Context: an optimization exercise on an open-source flow, tuned for small area. The choices shown serve that exercise and are no tape-out recipe.
Function was checked by simulation only, so behaviour that the tests miss may differ from the original.
Power is estimated from default activity; no workload was simulated. No driver is modelled on the clock port, so clocking that relies on it looks cheaper here than on a real chip.

==> flow/design.v <==
module dmem_block_mem (
  input  logic        clock,
  input  logic        reset,
  input  logic        read,
  input  logic        write,
  input  logic [5:0]  address,
  input  logic [31:0] writedata,
  output logic [31:0] readdata,
  output logic        busywait
);
  localparam int NTAP = 11;    
  logic [31:0] r_ring [64];
  logic [5:0]  r_phase;
  logic [2:0]  r_cnt;          
  logic        r_clr;          
  logic [31:0] r_hold;
  logic [31:0] r_readdata;
  logic        w_req, w_active, w_commit_rd, w_clr;
  logic [5:0]  w_pos;
  logic [NTAP-1:0] w_hit, w_rsel, w_wsel, w_keep;
  logic        w_anyhit;
  logic [31:0] w_tap, w_hold_next;
  assign w_req    = read | write;
  assign w_active = ((r_cnt == 3'd0) ? w_req : (r_cnt <= 3'd5)) & ~reset;
  assign busywait = w_active;
  assign readdata = r_readdata;
  assign w_pos    = address + r_phase;
  assign w_clr    = reset | r_clr;
  assign w_commit_rd = (r_cnt == 3'd5) & ~write;
  always_comb begin
    w_tap = 32'd0;
    for (int k = 0; k < NTAP; k++) begin
      w_hit[k]  = w_active & (w_pos == 6'(6 * k));
      w_rsel[k] = w_hit[k] & ~w_clr;
      w_wsel[k] = w_hit[k] & write;
      w_keep[k] = ~w_wsel[k] & ~w_clr;
      w_tap = w_tap | (r_ring[6 * k] & {32{w_rsel[k]}});
    end
  end
  assign w_anyhit    = |w_hit;
  assign w_hold_next = w_anyhit ? w_tap : r_hold;
  always_ff @(posedge clock) begin
    if (reset) begin
      r_cnt   <= 3'd0;
      r_phase <= 6'd0;
      r_clr   <= 1'b1;
    end else begin
      r_phase <= r_phase + 6'd1;
      if (r_phase == 6'd4) r_clr <= 1'b0;
      if (r_cnt == 3'd0) begin
        if (w_req) r_cnt <= 3'd1;
      end else if (r_cnt == 3'd6) begin
        r_cnt <= 3'd0;
      end else begin
        r_cnt <= r_cnt + 3'd1;
      end
    end
  end
  always_ff @(posedge clock) begin
    r_hold <= w_hold_next;
    if (reset)            r_readdata <= 32'd0;
    else if (w_commit_rd) r_readdata <= w_hold_next;
  end
  always_ff @(posedge clock) begin
    for (int p = 0; p < 64; p++) begin
      if (p % 6 == 0 && p < 6 * NTAP)
        r_ring[p + 1] <= (writedata & {32{w_wsel[p / 6]}}) | (r_ring[p] & {32{w_keep[p / 6]}});
      else
        r_ring[(p + 1) % 64] <= r_ring[p];
    end
  end
endmodule
==> flow/flow/run.sh <==
#!/bin/bash
# The standard layout (standard.sh), with three changes:
#  - synthesis runs flow/synth.tcl: synth_recipe.tcl with an area-oriented ABC script;
#  - the port buffers are buf_1 cells (buffer_ports -buffer_cell), which repair may upsize;
#  - clock tree synthesis clusters up to 34 sinks per leaf buffer and inserts no dummy loads.
# make's output goes to flow.log; each ORFS step logs to orfs/logs/.
set -euo pipefail
here=$(pwd)
bash standard.sh \
  SYNTH_SCRIPT="$here/flow/synth.tcl" \
  "BUFFER_PORTS_ARGS=-buffer_cell sky130_fd_sc_hd__buf_1" \
  "CTS_ARGS=-sink_clustering_enable -repair_clock_nets -sink_clustering_size 34 -sink_clustering_max_diameter 70 -dont_use_dummy_load" \
  finish > "$here/flow.log" 2>&1
==> flow/flow/area.abc <==
strash
&get -n
&fraig -x
&put
scorr
dc2
strash
&get -n
&dch -f
&nf -R 1000
&put
==> flow/flow/synth.tcl <==
# The standard synthesis (synth_recipe.tcl), with one change: the combinational logic is
# mapped with an area-oriented ABC script (area.abc beside this file) instead of ORFS's speed
# script. Registers are mapped before ABC runs, so they are the same as the standard synthesis's.
set my_flow_dir [file dirname [file normalize [info script]]]
proc synth {args} { yosys synth -nofsm -noshare {*}$args }
proc abc {args} {
  global my_flow_dir
  set i [lsearch $args -script]
  if {$i >= 0} { set args [lreplace $args $i [expr {$i + 1}] -script $my_flow_dir/area.abc] }
  set i [lsearch $args -D]
  if {$i >= 0} { set args [lreplace $args $i [expr {$i + 1}]] }
  yosys abc {*}$args
}
source $::env(SCRIPTS_DIR)/synth.tcl
# left out here: clear keep_hierarchy, flatten, clean up, hide names made inside functions, write 1_2_yosys.v
==> flow/standard.sh <==
#!/bin/bash
# synth_recipe.tcl (not shown) runs the flow's synth.tcl, then flattens the netlist and writes it again
# the make line also repeats each setting of config.mk as NAME=value (left out here)
make -C /OpenROAD-flow-scripts/flow DESIGN_CONFIG=/design/flow/config.mk WORK_HOME=/design/flow/orfs CLKGATE_MAP_FILE= SYNTH_SCRIPT=/design/flow/synth_recipe.tcl "${@:-finish}"
==> flow/config.mk <==
export PLATFORM = sky130hd
export DESIGN_NAME = dmem_block_mem
export DESIGN_NICKNAME = dmem_block_mem
export VERILOG_FILES = /design/flow/design.v
export SDC_FILE = /design/flow/constraint.sdc
export NUM_CORES = 4
export LEC_CHECK = 0
export CAP_MARGIN = 10
export CORE_MARGIN = 2
export CORE_UTILIZATION = 70
export GPL_TIMING_DRIVEN = 0
export SLEW_MARGIN = 10
==> flow/constraint.sdc <==
create_clock -name core_clock -period 10.0 [get_ports {clock}]
set_input_delay 2.0000 -clock core_clock [delete_from_list [all_inputs] [get_ports {clock}]]
set_output_delay 2.0000 -clock core_clock [all_outputs]
set_load 0.01 [all_outputs]
==> summary.txt <==
Max Fanout on Critical Path=24; Synthesis Warnings=2; status=complete, no violations; crit path capture type=flip-flop; VDD IR max=0.2070 mV; max cap viols=0; P_leak=20.77 nW; clk buf depth=3; Slew HR=29.71%; register area share after synthesis=87.91%; share of layout cells above drive strength 1=6.641%; # diodes=0; most frequent cells after synthesis=dfxtp_1 (2,122), a22o_1 (354), nor2_1 (96); Finish-stage setup viols=0; WL per Instance=26.11 um; vias in the first global route=23,740; Die W=266.7 um; Synth area leader=dfxtp_1; CTS sink count=2,122; RSZ-0062 raised after global routing=no; post-CTS resize count=0; core footprint=68,470 um^2; CP required=10.50 ns; final WL=105,600 um; global route hottest layer=met1; CTS buffer count=72; syn nets=2,966; Final ANT Viol Nets=0; Post-Syn Instances=2,916; first-pass GRT wire length=153,600 um; CTS root buffer=clkbuf_16; postcts setup bufs=0; crit path kind=in -> reg; Netlist Area Pre-Place=48,320 um^2; GRT overflow=0; data arrival time of the critical path=5.95 ns; Synth top area share=87.91%; Worst R2R Setup Slack=5.73 ns; Layout area overhead=10.14%; met2 global-route usage=41.05%; Design Power=0.01222 W; # rows=96; Vias/cell=5.944; met3 Usage GRT=6.993%; Tot GR Track Use=29.78%; Post-synth EDFFs=0; Peak Freq=183.6 MHz; CTS H-Tree Depth=3; Avg Cell Area, Syn=16.57 um^2; Via Count=24,040; max-slew violations=0; Initial Util=70.58%; ys async rst share=0%; GRT met1 Usage=46.16%; worst skew pair latency=0.65 ns; count of cell types in the netlist=30; Die Ht=266.7 um; Yosys reg bits=2,122; most frequent cell after synthesis=dfxtp_1; Setup Skew=0.03743 ns; Synth Flop Type=dfxtp_1; fin crit share=54.48%; Final min period=5.448 ns; CTS tree=built; Net count, final=3,214; initial drt markers=2,837; initial antenna violation count=0; Post-Route Utilization=77.74%; Clock transition at path regs=0.11 ns; worst slew pin tran=1.049 ns; WHS=0.3045 ns; DRC errors left=0; DIE AREA=71,150 um^2; Port Buffers=74; Final Hold Viols=0; gpl congestion=0.7759; IO Count=75; Detail Placement HPWL=64,710 um; Pre-Repair DR Iteration Count=8; largest net degree at the start of global routing=35; pwr dens=229.7 nW/um^2; # hold bufs at CTS=0; synth top area cells=dfxtp_1 (88%), a22o_1 (6.4%), a222oi_1 (1.6%), nor2_1 (0.75%), nand2_1 (0.51%); Min-Delay Path Class=reg -> reg; Setup crit start kind=primary input
[area by class of cell]
class                           instances  area (um^2)
Clock buffer                           72         1802
Fill cell                            3961        15240
Inverter                                5        18.77
Multi-Input combinational cell        789         6057
Sequential cell                      2122        42480
Tap cell                              882         1104
Timing Repair Buffer                  174         1763
[worst paths after layout]
| check | from | depth (start not counted) | endpoint |
|---|---|---|---|
| max reg2reg | r_phase[0] | 16 | r_readdata[26] |
| max | reset | 13 | r_readdata[26] |
| min reg2reg | r_ring[41][7] | 0 | r_ring[42][7] |
| min | r_ring[41][7] | 0 | r_ring[42][7] |
[kinds of logic (layout without fill, tap and decap cells)]
logic type               count (synthesis)  count (layout)  synth area share (%)
XOR/XNOR                                 8               8                0.1450
flip-flops                            2122            2122                 87.91
adder cells (fa/ha/maj)                  8               8                0.2227
AND/OR/NAND/NOR                        273             273                 2.563
buffers and inverters                    5             251               0.03884
AO/OA/AOI/OAI                          500             500                 9.122
[state kept, by name, summed over array words and instances (netlist names)]
name / cells
r_cnt: 3
r_clr: 1
r_ring: 2048
r_phase: 6
r_hold: 32
r_readdata: 32
[where the power goes]
part	switching, W	leakage [nW]	total, W	internal, W
combinational	0.000108	2.80	0.000150	0.0000416
sequential	0.0000154	17.1	0.00850	0.00848
clock	0.00226	0.887	0.00357	0.00132
[cells in the final DEF, fill, tap and decap left out, types with 3 or more instances in the layout]
cell | netlist | layout
a22oi_1 | 30 | 30
nor2_4 | 0 | 21
buf_16 | 0 | 21
clkinv_1 | 5 | 5
a221oi_1 | 10 | 10
a21oi_1 | 7 | 7
nand3_1 | 8 | 7
clkbuf_16 | 0 | 72
xnor2_1 | 6 | 6
nor2b_1 | 3 | 3
buf_6 | 0 | 16
a21o_1 | 5 | 5
nor3_2 | 0 | 10
nand4_1 | 32 | 32
nor2_1 | 96 | 75
and3_1 | 15 | 14
nand2_1 | 66 | 66
a31oi_1 | 3 | 3
buf_12 | 0 | 19
ha_1 | 7 | 7
a221o_1 | 11 | 11
nor3_1 | 46 | 36
buf_4 | 0 | 42
a22o_1 | 354 | 354
dfxtp_1 | 2122 | 2122
buf_1 | 0 | 73
a222oi_1 | 75 | 75
[per-stage QoR]
stage	instances	instance area (um^2)	setup WS, ns	TNS (ns)
after floorplan	2916	48320	3.436	0
after global placement	3872	49710	-10.30	-2408.64
after detailed placement	3972	51420	3.984	0
after CTS	4044	53220	4.644	0
after global routing	4044	53220	4.495	0
final	4044	53220	4.552	0
[layer usage]
metal  vias up  part of all wire (%)
met5         -                     0
met4         0                   3.5
met3       275                   9.7
met2      1187                    41
met1     11960                    46
li1      10620                     -
[critical path, stage by stage]
cell and delay [ns]:
buf_2 0.53, buf_12 0.26, or2_2 0.82, nor3_2 0.24
buf_4 0.26, buf_4 0.21, buf_4 0.21, a222oi_1 0.37
nand2_1 0.08, a221oi_1 0.27, nand4_1 0.18, nor2_1 0.34
nor3_1 0.11

[afterwards: timing with drivers on the ports]
The results above use ideal ports. As a check the final layout listed here was re-extracted and re-timed, cells and wires unchanged. Step 1 assumes that a clkbuf_16 drives the clock port and a buf_2 every other input. Step 2 adds t to the input delays and takes it off the output delays; t is the mean of the earliest and latest rising clock arrival at the registers after step 1. Input paths then give back, and output paths get back, about the clock's delay inside the block. Slacks: no drivers / after step 1 / after step 2; pairs: no drivers / after step 1.
t, ns: 0.700
setup slack, ns: 4.552 / 4.592 / 3.892
hold slack, ns: 0.304 / 0.304 / 0.304
worst setup path after step 2: input to register
cell pins on the clock port's net: 1
After both steps setup and hold are still met in this run. The setup slack of this run moves by +0.040 ns with the drivers and by -0.660 ns with both steps.
